This design comes from an exercise in tuning for small area, a short achievable clock period and few clock cycles per item on the open sky130 flow, not from production work.
For this run, only the layout was checked, not whether the RTL still works.
Power figures rest on the tool's default switching activity, not on a simulated workload.

===== flow/constraint.sdc =====
create_clock -name core_clock -period 11.0 [get_ports {clk}]
set_input_delay 2.2000 -clock core_clock [delete_from_list [all_inputs] [get_ports {clk}]]
set_output_delay 2.2000 -clock core_clock [all_outputs]
set_load 0.01 [all_outputs]

===== flow/run.sh =====
#!/bin/bash
# synth_recipe.tcl (not shown) runs the flow's synth.tcl, then flattens the netlist and writes it again
# the make line also repeats each setting of config.mk as NAME=value (left out here)
make -C /OpenROAD-flow-scripts/flow DESIGN_CONFIG=/design/flow/config.mk WORK_HOME=/design/flow/orfs CLKGATE_MAP_FILE= SYNTH_SCRIPT=/design/flow/synth_recipe.tcl finish

===== flow/design.v =====
module simd_lane_adder (
  input  logic [63:0] a,
  input  logic [63:0] b,
  input  logic [1:0]  mode,
  input  logic [3:0]  op,
  output logic [63:0] res,
  output logic [3:0]  eq,
  output logic [3:0]  slt,
  output logic [3:0]  ult
);
  localparam int Q = 16;
  logic m2, m4;
  assign m2 = (mode == 2'd1);
  assign m4 = (mode == 2'd2);
  logic [2:0] brk;
  assign brk = {m4, m2 | m4, m4};
  function automatic logic [1:0] top_of(input logic m2f, input logic m4f, input int q);
    if (m4f)      top_of = 2'(q);
    else if (m2f) top_of = {q[1], 1'b1};
    else          top_of = 2'd3;
  endfunction
  logic [63:0] x;
  assign x = a ^ b;
  logic [3:0] ltq, eqq, lt_c, eq_c, slt_c, amsb, bmsb;
  for (genvar q = 0; q < 4; q++) begin : g_cmpq
    assign ltq[q]  = a[q*Q +: Q] < b[q*Q +: Q];
    assign eqq[q]  = ~|x[q*Q +: Q];
    assign amsb[q] = a[q*Q+Q-1];
    assign bmsb[q] = b[q*Q+Q-1];
    if (q == 0) begin : g_c0
      assign lt_c[q] = ltq[q];
      assign eq_c[q] = eqq[q];
    end else begin : g_cn
      assign lt_c[q] = ltq[q] | (eqq[q] & ~brk[q-1] & lt_c[q-1]);
      assign eq_c[q] = eqq[q] & (brk[q-1] | eq_c[q-1]);
    end
    assign slt_c[q] = (amsb[q] ^ bmsb[q]) ? amsb[q] : lt_c[q];
  end
  assign eq  = m4 ? eq_c  : m2 ? {2'b00, eq_c[3],  eq_c[1]}  : {3'b000, eq_c[3]};
  assign ult = m4 ? lt_c  : m2 ? {2'b00, lt_c[3],  lt_c[1]}  : {3'b000, lt_c[3]};
  assign slt = m4 ? slt_c : m2 ? {2'b00, slt_c[3], slt_c[1]} : {3'b000, slt_c[3]};
  logic        sub;
  logic [63:0] bx;
  assign sub = op[0];    
  assign bx  = b ^ {64{sub}};
  logic [67:0] sa, sb, ss;
  assign sa = {1'b0, a[63:48], brk[2] ? sub : 1'b1, a[47:32], brk[1] ? sub : 1'b1,
               a[31:16], brk[0] ? sub : 1'b1, a[15:0]};
  assign sb = {1'b0, bx[63:48], brk[2] & sub, bx[47:32], brk[1] & sub,
               bx[31:16], brk[0] & sub, bx[15:0]};
  assign ss = sa + sb + {67'd0, sub};
  logic [63:0] sum;
  logic [3:0]  co, ov;
  assign sum = {ss[66:51], ss[49:34], ss[32:17], ss[15:0]};
  assign co  = {ss[67], ss[50] ^ ~brk[2], ss[33] ^ ~brk[1], ss[16] ^ ~brk[0]};
  for (genvar q = 0; q < 4; q++) begin : g_ov
    assign ov[q] = (amsb[q] == bx[q*Q+Q-1]) & (sum[q*Q+Q-1] != amsb[q]);
  end
  logic        left, arith;
  assign left  = (op == 4'd5);
  assign arith = (op == 4'd7);
  function automatic logic [63:0] rev64(input logic [63:0] v);
    for (int i = 0; i < 64; i++) rev64[i] = v[63-i];
  endfunction
  logic [5:0] amt [4];
  for (genvar q = 0; q < 4; q++) begin : g_amt
    localparam int QR = 3 - q;           
    localparam int HN = q / 2;           
    localparam int HR = 1 - q / 2;       
    logic [5:0] an, ar;
    assign an = m4 ? {2'b00, b[q*Q +: 4]}  : m2 ? {1'b0, b[HN*32 +: 5]} : b[5:0];
    assign ar = m4 ? {2'b00, b[QR*Q +: 4]} : m2 ? {1'b0, b[HR*32 +: 5]} : b[5:0];
    assign amt[q] = left ? ar : an;
  end
  logic [3:0] fill;
  for (genvar q = 0; q < 4; q++) begin : g_fill
    assign fill[q] = arith & (m4 ? amsb[q] : m2 ? amsb[q | 1] : amsb[3]);
  end
  logic [63:0] st [7];
  assign st[0] = left ? rev64(a) : a;
  for (genvar k = 0; k < 6; k++) begin : g_stage
    localparam int D = 1 << k;
    for (genvar i = 0; i < 64; i++) begin : g_bit
      localparam int QI = i / Q;
      localparam int QS = (i + D) / Q;
      logic src;
      if (i + D > 63) begin : g_out
        assign src = fill[QI];
      end else if (QS == QI) begin : g_in
        assign src = st[k][i+D];
      end else if (k == 5) begin : g_k5
        assign src = st[k][i+D];
      end else if (k == 4) begin : g_k4
        if (QI == 1) begin : g_q1
          assign src = m2 ? fill[QI] : st[k][i+D];
        end else begin : g_qo
          assign src = st[k][i+D];
        end
      end else begin : g_lo
        assign src = brk[QI] ? fill[QI] : st[k][i+D];
      end
      assign st[k+1][i] = amt[QI][k] ? src : st[k][i];
    end
  end
  logic [63:0] shr, shl;
  assign shr = st[6];
  assign shl = rev64(st[6]);
  for (genvar q = 0; q < 4; q++) begin : g_res
    logic [1:0]   t;
    logic         is_top, l_ov, l_co, l_slt, l_ult, pick_a, s_msb;
    logic [Q-1:0] aq, bq, sq, sat, rq;
    assign t      = top_of(m2, m4, q);
    assign is_top = (t == 2'(q));
    assign aq     = a[q*Q +: Q];
    assign bq     = b[q*Q +: Q];
    assign sq     = sum[q*Q +: Q];
    assign l_ov   = ov[t];
    assign l_co   = co[t];
    assign l_slt  = slt_c[t];
    assign l_ult  = lt_c[t];
    assign s_msb  = amsb[t];
    assign sat    = is_top ? {s_msb, {(Q-1){~s_msb}}} : {Q{~s_msb}};
    assign pick_a = (op[1] ? l_ult : l_slt) ^ op[0];
    always_comb begin
      case (op)
        4'd0, 4'd1:   rq = sq;
        4'd2:         rq = aq & bq;
        4'd3:         rq = aq | bq;
        4'd4:         rq = x[q*Q +: Q];
        4'd5:         rq = shl[q*Q +: Q];
        4'd6, 4'd7:   rq = shr[q*Q +: Q];
        4'd8, 4'd9:   rq = l_ov ? sat : sq;
        4'd10:        rq = l_co ? '1 : sq;
        4'd11:        rq = l_co ? sq : '0;
        default:      rq = pick_a ? aq : bq;
      endcase
    end
    assign res[q*Q +: Q] = rq;
  end
endmodule
module simd_alu_pipe #(
  parameter int unsigned WIDTH     = 64,
  parameter int unsigned LANES_MAX = 4
) (
  input  logic             clk,
  input  logic             rst,
  input  logic             in_valid,
  output logic             in_ready,
  input  logic [WIDTH-1:0] a,
  input  logic [WIDTH-1:0] b,
  input  logic [1:0]       lane_mode,
  input  logic [3:0]       op,
  output logic             out_valid,
  input  logic             out_ready,
  output logic [WIDTH-1:0] result,
  output logic [LANES_MAX-1:0] eq,
  output logic [LANES_MAX-1:0] slt,
  output logic [LANES_MAX-1:0] ult
);
  logic [63:0] res_d;
  logic [3:0]  eq_d, slt_d, ult_d;
  simd_lane_adder u_dp (
    .a(a), .b(b), .mode(lane_mode), .op(op),
    .res(res_d), .eq(eq_d), .slt(slt_d), .ult(ult_d)
  );
  logic v;
  assign in_ready  = ~v | out_ready;
  assign out_valid = v;
  always_ff @(posedge clk or posedge rst) begin
    if (rst) v <= 1'b0;
    else if (in_ready) v <= in_valid;
  end
  always_ff @(posedge clk) begin
    if (in_ready) begin
      result <= res_d;
      eq     <= eq_d;
      slt    <= slt_d;
      ult    <= ult_d;
    end
  end
endmodule

===== flow/config.mk =====
export PLATFORM = sky130hd
export DESIGN_NAME = simd_alu_pipe
export DESIGN_NICKNAME = simd_alu_pipe
export VERILOG_FILES = /design/flow/design.v
export SDC_FILE = /design/flow/constraint.sdc
export NUM_CORES = 4
export LEC_CHECK = 0
export CAP_MARGIN = 20
export CORE_MARGIN = 2
export CORE_UTILIZATION = 40
export SLEW_MARGIN = 20

==> PnR_summary.wiki <==
{| class="wikitable"
! Metric !! Value
|-
| Critical path capture point type || flop
|-
| Final routed wirelength across all metal layers || 143 mm
|-
| Cell type of the slowest stage on the worst timing path || sky130_fd_sc_hd__clkdlybuf4s50_1
|-
| Top-area cell type share of the netlist area || between 10% and 20%
|-
| Number of maximum-capacitance constraint violations || 0
|-
| Initial Util || 40.4%
|-
| Summed instance area of the synthesized netlist || 0.0222 mm^2
|-
| Setup fix buffers added after clock tree synthesis || 0
|-
| Area post-placement || 0.0253 mm^2
|-
| Boundary Pins || 216
|-
| Main combinational cell family by area after synthesis || compound AO/OA/AOI/OAI gates
|-
| Die ar. || ~0.057 mm^2
|-
| Min setup slack post-route || 1.33 ns
|-
| Routed length per placed instance || 36.5 um
|-
| Synthesized Nets || roughly 3.5k
|-
| Start-to-end type of the worst setup path || in -> reg
|-
| IR drop worst, VDD || roughly 0.000090 V
|-
| Final estimated routing congestion in global placement || 1.13
|-
| Leak || between 10 and 15 nW
|-
| Final sum of negative setup slack || 0 ns
|-
| Max-slew headroom at the worst pin || 12.5%
|-
| Min Clock Period, post-route || 9.67 ns
|-
| Biggest fanout along the worst timing path || 16
|-
| Quantity of hold-fixing buffers added after cts || 0
|-
| CTS tree || yes
|-
| Ratio of final minimum period to clock period || 87.9%
|-
| Most common cell in the netlist || sky130_fd_sc_hd__nand2_1
|-
| Highest clock rate || 103 MHz
|-
| Vias in the first global route || 26.4k
|-
| Flip-flop and latch count after synthesis || 77
|-
| Leading area contributor after synthesis || sky130_fd_sc_hd__ha_1
|-
| Avg Inst Size Synth || 7.24 um^2
|-
| Number of iterations in the first detailed-routing pass || 10
|-
| Remaining global-route overflow || 0
|-
| Dpl hpwl || between 100 and 150 mm
|-
| Class of the most critical hold timing path || reg -> reg
|-
| Prevailing post-synth register cell || sky130_fd_sc_hd__edfxtp_1
|-
| Die span in y || about 240 um
|-
| Simple-gate portion of the synthesized area || 18.7%
|-
| Post-synth top cells || sky130_fd_sc_hd__nand2_1 (264), sky130_fd_sc_hd__ha_1 (257), sky130_fd_sc_hd__a21oi_1 (252), sky130_fd_sc_hd__o21ai_0 (232), sky130_fd_sc_hd__nor2_1 (217)
|-
| Req. time, crit path || 11.10 ns
|-
| Final Non-Filler Cells || between 3k and 4k
|-
| Final hold violation count || 0
|-
| Buffers added on ports || 215
|-
| Adder and majority gate portion of the synthesized area || 14.6%
|-
| Hold WS || 0.745 ns
|-
| Residual DRC count || 0
|-
| Worst skew pair latency || 0.43 ns
|-
| Area contributors post-synth || sky130_fd_sc_hd__ha_1 (14%), sky130_fd_sc_hd__edfxtp_1 (10%), sky130_fd_sc_hd__mux2i_1 (6.7%)
|-
| Critical Path AT || 9.77 ns
|-
| Sequence of cells on the critical path || clkdlybuf4s50_1, clkinv_1, ha_1, nor4_1, and3b_1, nand3_1, nor4_2, nor3_1, a211oi_1, nor2_2, xnor2_4, mux2i_1, a221oi_1, nand3_1
|-
| Final setup violation count || 0
|-
| CTS resizes || 0
|-
| Post-Place Setup Slack || 1.58 ns
|-
| Fraction of final layout cells sized beyond drive strength 1 || under 10%
|-
| Antenna violations before repair || 12
|-
| Xor/xnor cell area share of the yosys netlist || about 5.3%
|-
| Count of H-tree levels built during CTS || 3
|-
| Clock sinks || 77
|-
| Slew at the pin closest to its max-slew limit || 1.30 ns
|-
| Chip Width || 240 um
|-
| Worst Setup Start Kind || input port
|-
| Compound-gate portion of the synthesized area || 35.7%
|-
| GR Util All Layers || 48.1%
|-
| Remaining number of nets flagged by the antenna check after routing || 0
|-
| Ys async rst share || 1.30%
|-
| Area of the core || 0.0550 mm^2
|-
| Final non-filler cell area || 0.0255 mm^2
|-
| Rows || 86
|-
| Worst stage delay on the critical path || 1.08 ns
|-
| Result of the run || complete, no violations
|-
| Global-route wire length before repair || 197 mm
|-
| Number of buffers inserted during clock tree synthesis || 9
|-
| Post-synthesis cell count || around 3k
|-
| Power density over the cells || 107 mW/mm^2
|-
| Count of unique library cells instantiated by Yosys || 93
|-
| Skew final || a little under 0.03 ns
|-
| Syn-to-layout area delta || 15.1%
|-
| Setup repair after global routing missed its margin || no
|-
| Placed instance count || 3903
|-
| Most Frequent Cell on Critical Path || sky130_fd_sc_hd__nand3_1
|-
| Post-synth EDFFs || 76
|-
| Multiplexer share of the synthesized area || 8.31%
|-
| Part of the Yosys area used for sequential elements || 10.4%
|-
| Via Count || 28.9k
|-
| Pin count of the biggest net entering global routing || 62
|-
| CTS root buffer || sky130_fd_sc_hd__clkbuf_16
|-
| Average vias per placed instance || between 7 and 8
|-
| Power after layout || 2.73 mW
|-
| Pins Over Slew Limit || 0
|-
| Number of warnings issued by yosys || 4
|-
| Maximum buffer depth of the clock tree || 2
|-
| Post-layout net count || roughly 3.6k
|-
| Initial drt markers || 5244
|-
| Post-Route Utilization || 46.4%
|-
| Reg clk slew, reported paths || approximately 0.070 ns
|}
==> worst max-delay path, delay by kind of cell <==
kind / cells / cell delay [ns]
buffers and inverters: 2 / 1.96
and+or+nand+nor: 7 / 2.43
adders and majority gates: 1 / 0.69
xor gates and xnor gates: 1 / 0.80
muxes: 1 / 0.26
AOI/OAI and AO/OA: 2 / 1.40
==> cell usage in the layout (no fill, tap or decap), types with 26 or more instances in the layout <==
cell type and count:
sky130_fd_sc_hd__nand2_1 264, sky130_fd_sc_hd__ha_1 256, sky130_fd_sc_hd__a21oi_1 251, sky130_fd_sc_hd__o21ai_0 228, sky130_fd_sc_hd__nor2_1 216, sky130_fd_sc_hd__clkdlybuf4s50_1 213, sky130_fd_sc_hd__inv_1 170, sky130_fd_sc_hd__mux2i_1 147
sky130_fd_sc_hd__buf_4 100, sky130_fd_sc_hd__nand3_1 92, sky130_fd_sc_hd__xor2_1 84, sky130_fd_sc_hd__edfxtp_1 76, sky130_fd_sc_hd__o211ai_1 75, sky130_fd_sc_hd__a211oi_1 58, sky130_fd_sc_hd__a31oi_1 55, sky130_fd_sc_hd__nor3_1 55
sky130_fd_sc_hd__a22oi_1 51, sky130_fd_sc_hd__a21o_1 50, sky130_fd_sc_hd__a221oi_1 50, sky130_fd_sc_hd__o221ai_1 41, sky130_fd_sc_hd__xnor2_1 41, sky130_fd_sc_hd__nand4_1 32, sky130_fd_sc_hd__o31ai_1 30, sky130_fd_sc_hd__nor2b_1 29
sky130_fd_sc_hd__a211o_1 26
==> per-layer routing <==
layer | vias up | global-route usage (%) | routed length [um]
met4 | 16 | 23.7 | 8690
met1 | 13943 | 61.3 | 54900
met5 | - | 0 | 173
met2 | 2506 | 68.4 | 57100
li1 | 11840 | - | -
met3 | 552 | 21.1 | 22300
==> worst paths after layout <==
check                                    from              endpoint  slack [ns]  cells past startpoint
worst max-delay path                    a[47]  result[42]$_DFFE_PP_        1.33                     14
worst min-delay path            v$_DFFE_PP0P_         v$_DFFE_PP0P_        0.74                      2
worst max register to register  v$_DFFE_PP0P_   result[0]$_DFFE_PP_        8.69                      3
worst min register to register  v$_DFFE_PP0P_         v$_DFFE_PP0P_        0.74                      2
max in group asynchronous                 rst         v$_DFFE_PP0P_        8.98                      2
min in group asynchronous                 rst         v$_DFFE_PP0P_        1.93                      2
==> state kept, by name, summed over array words and instances (netlist names) <==
| register | count |
|---|---|
| ult | 4 |
| result | 64 |
| slt | 4 |
| eq | 4 |
| v | 1 |
==> area by class of cell <==
| cell class | count | area (um^2) |
|---|---|---|
| antenna | 7 | 17.5 |
| clock buffer | 11 | 233 |
| inverter | 174 | 653 |
| fill | 5604 | 29400 |
| tap | 748 | 936 |
| clock inverter | 4 | 26.3 |
| multi-input combinational | 2590 | 18500 |
| sequential | 77 | 2310 |
| timing repair buffer | 314 | 2890 |
==> where the power goes <==
part	internal, mW	switching, mW
Clock	0.152	0.163
Combinational	0.659	1.34
Sequential	0.396	0.0226
Total	1.21	1.52
==> cells by family (layout without fill, tap and decap cells) <==
logic type / count (synthesis) / after routing
AO/OA/AOI/OAI: 1166 / 1166
XOR/XNOR: 129 / 129
adder cells (fa/ha/maj): 258 / 258
buffers and inverters: 400 / 503
flip-flops: 77 / 77
multiplexers: 176 / 176
other: 0 / 7
AND/OR/NAND/NOR: 861 / 861

## what the ideal ports hide
The flow's constraints put no driver on any port. The routed layout listed below was extracted and timed again, unchanged, in two steps.
Step 1 assumes that a clkbuf_16 drives the clock port and a buf_2 every other input.
Step 2 adds t to the input delays and takes it off the output delays; t is the mean of the earliest and latest rising clock arrival at the registers after step 1. Input paths then give back, and output paths get back, about the clock's delay inside the block.
Slacks: ideal ports / drivers / drivers and shift; pairs: ideal ports / drivers.
shift t [ns]: 0.471
slack for setup (ns): 1.329 / 1.368 / 0.898
latest minus earliest clock arrival (ns): 0.033 / 0.033
After both steps this run still meets setup and hold. The setup slack of this run moves by +0.039 ns with the drivers and by -0.431 ns with both steps.
